This is an optimization exercise on Yosys and OpenROAD, whose aim is small area, a short achievable clock period and few clock cycles, not a production implementation.
Function was checked by simulation only, so behaviour that the tests miss may differ from the original.

==> flow/design.v (excerpt) <==
module ascii_integer_parser (
	input  logic                     clk,
	input  logic                     arst_n,
	input  logic                     item_valid,
	output logic                     item_stall,
	input  logic [8:0]               item,
	output logic                     result_valid,
	input  logic                     result_stall,
	output logic [79:0]              result,
	input  logic                     cfg_we,
	input  logic                     cfg_index,
	input  logic [4:0]               cfg_data
);
==> flow/config.mk <==
export PLATFORM = sky130hd
export DESIGN_NAME = ascii_integer_parser
export DESIGN_NICKNAME = ascii_integer_parser
export VERILOG_FILES = /design/flow/design.v
export SDC_FILE = /design/flow/constraint.sdc
export NUM_CORES = 4
export LEC_CHECK = 0
export CAP_MARGIN = 20
export CORE_MARGIN = 2
export CORE_UTILIZATION = 40
export CTS_BUF_LIST = sky130_fd_sc_hd__clkbuf_8
export CTS_CLUSTER_DIAMETER = 70
export CTS_CLUSTER_SIZE = 28
export SETUP_SLACK_MARGIN = 4.5
export SLEW_MARGIN = 20
==> flow/constraint.sdc <==
create_clock -name core_clock -period 9.0 [get_ports {clk}]
set_input_delay 1.8000 -clock core_clock [delete_from_list [all_inputs] [get_ports {clk}]]
set_output_delay 1.8000 -clock core_clock [all_outputs]
set_load 0.01 [all_outputs]
standard.sh (not shown) runs the stock make flow with config.mk's settings and CLKGATE_MAP_FILE= SYNTH_SCRIPT=/design/flow/synth_recipe.tcl, a recipe that flattens the netlist after the stock synthesis.
==> flow/flow/run.sh <==
#!/bin/bash
# The standard layout, with plain buf_1 cells as the port buffers instead of the
# delay buffers buffer_ports picks by default.
set -euo pipefail
bash standard.sh "BUFFER_PORTS_ARGS=-buffer_cell sky130_fd_sc_hd__buf_1" finish > make_finish.log 2>&1
Testbench counts at the start, summed over its fixed seeds: cycles 48,268.
Change:
ABC_CLOCK_PERIOD_IN_PS = 4000   (was not set)
CORE_UTILIZATION = 65   (was 40)
CTS_BUF_LIST = sky130_fd_sc_hd__clkbuf_4 sky130_fd_sc_hd__clkbuf_8   (was sky130_fd_sc_hd__clkbuf_8)
CTS_CLUSTER_DIAMETER = not set   (was 70)
CTS_CLUSTER_SIZE = not set   (was 28)
The new run completed with no timing, DRC or antenna violations.
Cell count fell by roughly a tenth.
Fmax fell slightly.
Design area rose slightly.
Wire length fell slightly.
Worst setup slack degrades by 0.038 ns.
Hold slack is about the same.
Global-route usage rose by 12 points.
Count of clock-buffer cells in the layout rose by 6.
Non-clock buffer count rose by 9.
Change:
ABC_CLOCK_PERIOD_IN_PS = not set   (was 4000)
CORE_UTILIZATION = 55   (was 65)
CTS_BUF_LIST = sky130_fd_sc_hd__clkbuf_8   (was sky130_fd_sc_hd__clkbuf_4 sky130_fd_sc_hd__clkbuf_8)
CTS_CLUSTER_DIAMETER = 50   (was not set)
CTS_CLUSTER_SIZE = 20   (was not set)
- synthesized cell count stays the same
Change:
GPL_TIMING_DRIVEN = 0   (was not set)
Worst hold slack improved by 0.019 ns.
Worst setup slack got worse by 0.077 ns.
Design area increases by a few percent.
Global-route usage increases by 1.8 points.
Critical path depth decreases by 11.
Flip-flop and latch count does not change.
Clock-buffer cell count does not change.
Die area stays the same.
Via count increases by a few percent.
Change:
CORE_UTILIZATION = 50   (was 55)
GPL_TIMING_DRIVEN = not set   (was 0)
The changed run went through all stages and came out clean.
Critical path depth rises by 12.
Routed wire length falls by a few percent.
Global-route usage falls by 4.1 points.
Maximum frequency rises by a few percent.
Worst hold slack is worse by 0.047 ns.
Area after synthesis is unchanged.
Change:
ABC_CLOCK_PERIOD_IN_PS = 4000   (was not set)
CORE_UTILIZATION = 40   (was 50)
CTS_BUF_LIST = not set   (was sky130_fd_sc_hd__clkbuf_8)
CTS_CLUSTER_DIAMETER = not set   (was 50)
CTS_CLUSTER_SIZE = not set   (was 20)
Outcome:
- non-clock buffer count drops by 9
- cell count climbs by about 6%
- worst hold slack got worse by 0.0047 ns
- global-route usage drops by 4.9 points
- critical path depth drops by 12


ascii_integer_parser again, from the RTL that the note above started with.
clock: 9.0 ns
lec_check: 0
cap_margin: 20
core_margin: 2
core_utilization: 40
cts_buf_list: sky130_fd_sc_hd__clkbuf_8
cts_cluster_diameter: 50
cts_cluster_size: 20
setup_slack_margin: 4.5
slew_margin: 20
Scripts as last shown in full above: flow/flow/run.sh
The baseline went through all stages and came out clean.
Testbench counts at the start, summed over its fixed seeds: cycles 48,268.
Change:
CORE_UTILIZATION = 55   (was 40)
PLACE_DENSITY = 0.75   (was unset)
The new run passed the timing, design-rule and antenna checks.
Hold slack improved by 0.012 ns.
Die area fell by 27%.
Cell count went down by 6.8%.
Critical path depth is higher by 11.
Global-route usage is higher by 6.3 points.


## v6
Starting RTL as in the previous note.
clock: 9.0 ns
lec_check: 0
cap_margin: 20
core_margin: 2
core_utilization: 40
setup_slack_margin: 4.7
slew_margin: 20
Scripts as last shown in full above: flow/flow/run.sh
Testbench counts of v6, summed over its fixed seeds: cycles 48,268.
Modified inputs, v41 compared to v6
# v6
export LEC_CHECK = 0
export CAP_MARGIN = 20
export CORE_MARGIN = 2
export CORE_UTILIZATION = 40
export SETUP_SLACK_MARGIN = 4.7
export SLEW_MARGIN = 20
create_clock -name core_clock -period 9.0 [get_ports {clk}]
# v41
export LEC_CHECK = 0
export CAP_MARGIN = 20
export CORE_MARGIN = 2
export CORE_UTILIZATION = 65
export CTS_BUF_LIST = sky130_fd_sc_hd__clkbuf_8
export CTS_CLUSTER_DIAMETER = 50
export CTS_CLUSTER_SIZE = 20
export SETUP_SLACK_MARGIN = 4.5
export SLEW_MARGIN = 20
create_clock -name core_clock -period 9.0 [get_ports {clk}]
--- outcome ---
v41 ran to completion and came out clean on the timing, design-rule and antenna checks. Minimum clock period on v41 is behind v6. Compare v41 and v6 | global-route met3 utilization higher: v41. The proportion of layout cells with a drive suffix above 1 in v41 was lower than what v6 gave. Diff v6 -> v41 | die area | down by more than a quarter.
The following lists how v8 was set up differently from v41:
# v41
export LEC_CHECK = 0
export CAP_MARGIN = 20
export CORE_MARGIN = 2
export CORE_UTILIZATION = 65
export CTS_BUF_LIST = sky130_fd_sc_hd__clkbuf_8
export CTS_CLUSTER_DIAMETER = 50
export CTS_CLUSTER_SIZE = 20
export SETUP_SLACK_MARGIN = 4.5
export SLEW_MARGIN = 20
create_clock -name core_clock -period 9.0 [get_ports {clk}]
# v8
export LEC_CHECK = 0
export CAP_MARGIN = 20
export CORE_MARGIN = 2
export CORE_UTILIZATION = 55
export CTS_BUF_LIST = sky130_fd_sc_hd__clkbuf_8
export CTS_CLUSTER_DIAMETER = 50
export CTS_CLUSTER_SIZE = 20
export SETUP_SLACK_MARGIN = 4.35
export SLEW_MARGIN = 20
create_clock -name core_clock -period 9.0 [get_ports {clk}]
==> comparison <==
v8: cell count after placement 3.2% above v41
Between v8 and v41, it is v8 whose weighted congestion reported at the end of routability-driven placement is lower, by 0.025.
The final HPWL from detailed placement in v8 sits 1.6% above the value recorded for v41.
v8 vs. v41: share of cells above drive strength 1 lower.
Changes in v27 relative to v8:
# v8
export LEC_CHECK = 0
export CAP_MARGIN = 20
export CORE_MARGIN = 2
export CORE_UTILIZATION = 55
export CTS_BUF_LIST = sky130_fd_sc_hd__clkbuf_8
export CTS_CLUSTER_DIAMETER = 50
export CTS_CLUSTER_SIZE = 20
export SETUP_SLACK_MARGIN = 4.35
export SLEW_MARGIN = 20
create_clock -name core_clock -period 9.0 [get_ports {clk}]
# v27
export LEC_CHECK = 0
export CAP_MARGIN = 20
export CORE_MARGIN = 2
export CORE_UTILIZATION = 55
export CTS_BUF_LIST = sky130_fd_sc_hd__clkbuf_8
export CTS_CLUSTER_DIAMETER = 50
export CTS_CLUSTER_SIZE = 20
export SETUP_SLACK_MARGIN = 4.6
export SLEW_MARGIN = 20
create_clock -name core_clock -period 9.0 [get_ports {clk}]
Results
- Diff v8 -> v27: via count normalized by instance count fell about 0.43%, number of global-route vias before repair shows an increase of 92, wire length rose about 9%, met2 track utilization from global routing increased by 0.97 points relative to the old numbers.
- Compared with v8, v27 shows count of non-filler cells in the finished layout higher by 22.
- Summary of v27 over v8: overall routing resource usage shows no meaningful change, worst hold slack across all endpoints shows an increase of 0.0067 ns.
- Looking at critical path data arrival time, v27 sits 0.12 ns lower than v8 does.
- Number of vias in the routed layout (lower): v8
- In the reports for v27 and v8, the larger proportion of cell area occupied by registers belongs to v8.


run 1:
Another version of the RTL of ascii_integer_parser (not shown whole).
Settings: LEC_CHECK=0, ABC_AREA=1, CAP_MARGIN=20, CORE_MARGIN=2, CORE_UTILIZATION=40, SETUP_SLACK_MARGIN=4.5, SLEW_MARGIN=20; clock period 9.0 ns.
run.sh (not shown) runs the stock make flow with config.mk's settings and CLKGATE_MAP_FILE= SYNTH_SCRIPT=/design/flow/synth_recipe.tcl, a recipe that flattens the netlist after the stock synthesis.
Stock flow here: none of the scripts above is used.
Run 1: done, clean on timing, DRC and antenna
Testbench counts of run 1, summed over its fixed seeds: cycles 48,268.
Input changes introduced in run 2 (baseline for comparison: run 1):
- ABC_CLOCK_PERIOD_IN_PS now 4000, previously not set
- CORE_UTILIZATION now 65, was 40
- CTS_BUF_LIST now sky130_fd_sc_hd__clkbuf_4 sky130_fd_sc_hd__clkbuf_8, previously not set
- ABC_AREA no longer set, was 1
## What came out
Delta (run 2 minus run 1): vertical die dimension moved down, non-clock buffer area fraction after layout moved up.
A leading cell type in the layout, fill and taps excluded of a22oi_1 is what run 2 shows, while inv_1 belongs to run 1.
Comparing run 2 and run 1, pre-CTS worst setup slack is lower on run 1.
Row final worst-path cycle share: run 2 higher / run 1 lower
Delta (run 2 minus run 1): routed wire length shrank by 3.4 mm, area of placed instances shrank by about 10%.
--- input diff run 2..run 3 ---
- CTS_BUF_LIST no longer set, was sky130_fd_sc_hd__clkbuf_4 sky130_fd_sc_hd__clkbuf_8
- CORE_UTILIZATION now 40, was 65
==> notes.md <==
- Relative to run 2, run 3 improves worst slew margin relative to its limit.
- Run 3 has final critical-path required period below what run 2 had.
- The master of the slowest instance on the critical path comes out clkdlybuf4s50_1 in one run and or4_1 in the other, namely in run 3 and run 2 respectively.
- For the x dimension of the die, run 3 came in 37 um higher than run 2 did.
### run 3 -> run 4
- a deleted SETUP_SLACK_MARGIN that had been 4.5
- a deleted ABC_CLOCK_PERIOD_IN_PS that had been 4000
--- outcome ---
Between run 3 and run 4, the flow reports final area decreasing slightly.
There was hardly any difference in die area between run 4 and run 3.
Critical path depth: run 4 vs run 3 up 11
Sort run 3 and run 4 by ratio of cells with drive above 1 in the final layout, ascending, and run 4 comes first.
Going from run 3 to run 4, number of non-clock buffers in the layout shrank by a few percent.
Setup violation total in the final timing report: run 3 vs run 4 identical
Overall routed net length was higher in run 3 than in run 4.
The inputs of run 5 differ from those of run 4 as listed below.
- setting ABC_CLOCK_PERIOD_IN_PS to 4000 for the first time
- setting SETUP_SLACK_MARGIN to 4.5 for the first time
==> flow/flow/run.sh (new file) <==
#!/bin/bash
# The standard layout, with plain buf_1 cells as the port buffers instead of the
# delay buffers buffer_ports picks by default.
set -euo pipefail
bash standard.sh "BUFFER_PORTS_ARGS=-buffer_cell sky130_fd_sc_hd__buf_1" finish > make_finish.log 2>&1
==> flow/standard.sh (new file) <==
#!/bin/bash
# synth_recipe.tcl (not shown) runs the flow's synth.tcl, then flattens the netlist and writes it again
# the make line also repeats each setting of config.mk as NAME=value (left out here)
make -C /OpenROAD-flow-scripts/flow DESIGN_CONFIG=/design/flow/config.mk WORK_HOME=/design/flow/orfs CLKGATE_MAP_FILE= SYNTH_SCRIPT=/design/flow/synth_recipe.tcl "${@:-finish}"
removed: flow/run.sh
[summary]
Comparing run 4 and run 5, the higher global-route usage was measured on run 5. Run 4 → run 5: vias after detailed routing picked up an extra 143; design area decreased about 2.5%; setup slack saw an increase; fraction of synthesized cell area in xor and xnor cells essentially unchanged. For clock tree buffer count of the final layout, dividing the value from run 4 by the value from run 5 gives 0.909. Run 5 and run 4 ended up with roughly the same post-placement cell count.

## separate check: timing with driven ports
In the flow no input, the clock included, has a driving cell. The finished layouts below were timed again as built, in two steps.
Step 1 sets driving cells, clkbuf_16 on the clock port and buf_2 on the other inputs (assumed; they add their load-dependent delay and slew).
Step 2 adds t to the input delays and takes it off the output delays; t is the mean of the earliest and latest rising clock arrival at the registers after step 1. Input paths then give back, and output paths get back, about the clock's delay inside the block.
Slacks: ideal ports / drivers / drivers and shift; pairs: ideal ports / drivers.
run	t (ns)	setup slack, ns	worst data-port slew with drivers (ns)
the first run of note 1	0.493	4.622 / 4.580 / 4.407	0.04
the second run of note 1	0.481	4.585 / 4.585 / 4.363	0.03
the third run of note 1	0.477	4.673 / 4.673 / 4.383	0.03
the fourth run of note 1	0.490	4.597 / 4.576 / 4.323	0.03
the fifth run of note 1	0.487	4.692 / 4.692 / 4.273	0.05
the sixth run of note 1	0.477	4.621 / 4.574 / 4.400	0.05
the first run of note 2	0.493	4.622 / 4.580 / 4.407	0.04
the second run of note 2	0.508	4.604 / 4.604 / 4.369	0.03
v6	0.474	4.761 / 4.758 / 4.481	0.05
v41	0.488	4.559 / 4.559 / 4.371	0.03
v8	0.476	4.587 / 4.587 / 4.260	0.03
v27	0.490	4.720 / 4.719 / 4.367	0.03
run 1	0.488	4.616 / 4.593 / 4.544	0.03
run 2	0.495	4.591 / 4.600 / 4.118	0.03
run 3	0.468	4.612 / 4.584 / 4.293	0.03
run 4	0.469	3.712 / 3.712 / 3.712	0.03
run 5	0.465	4.705 / 4.701 / 4.426	0.04
After both steps setup and hold are still met in every run listed. The setup slack of run 2, which loses most, moves by +0.009 ns with the drivers and by -0.473 ns with both steps.
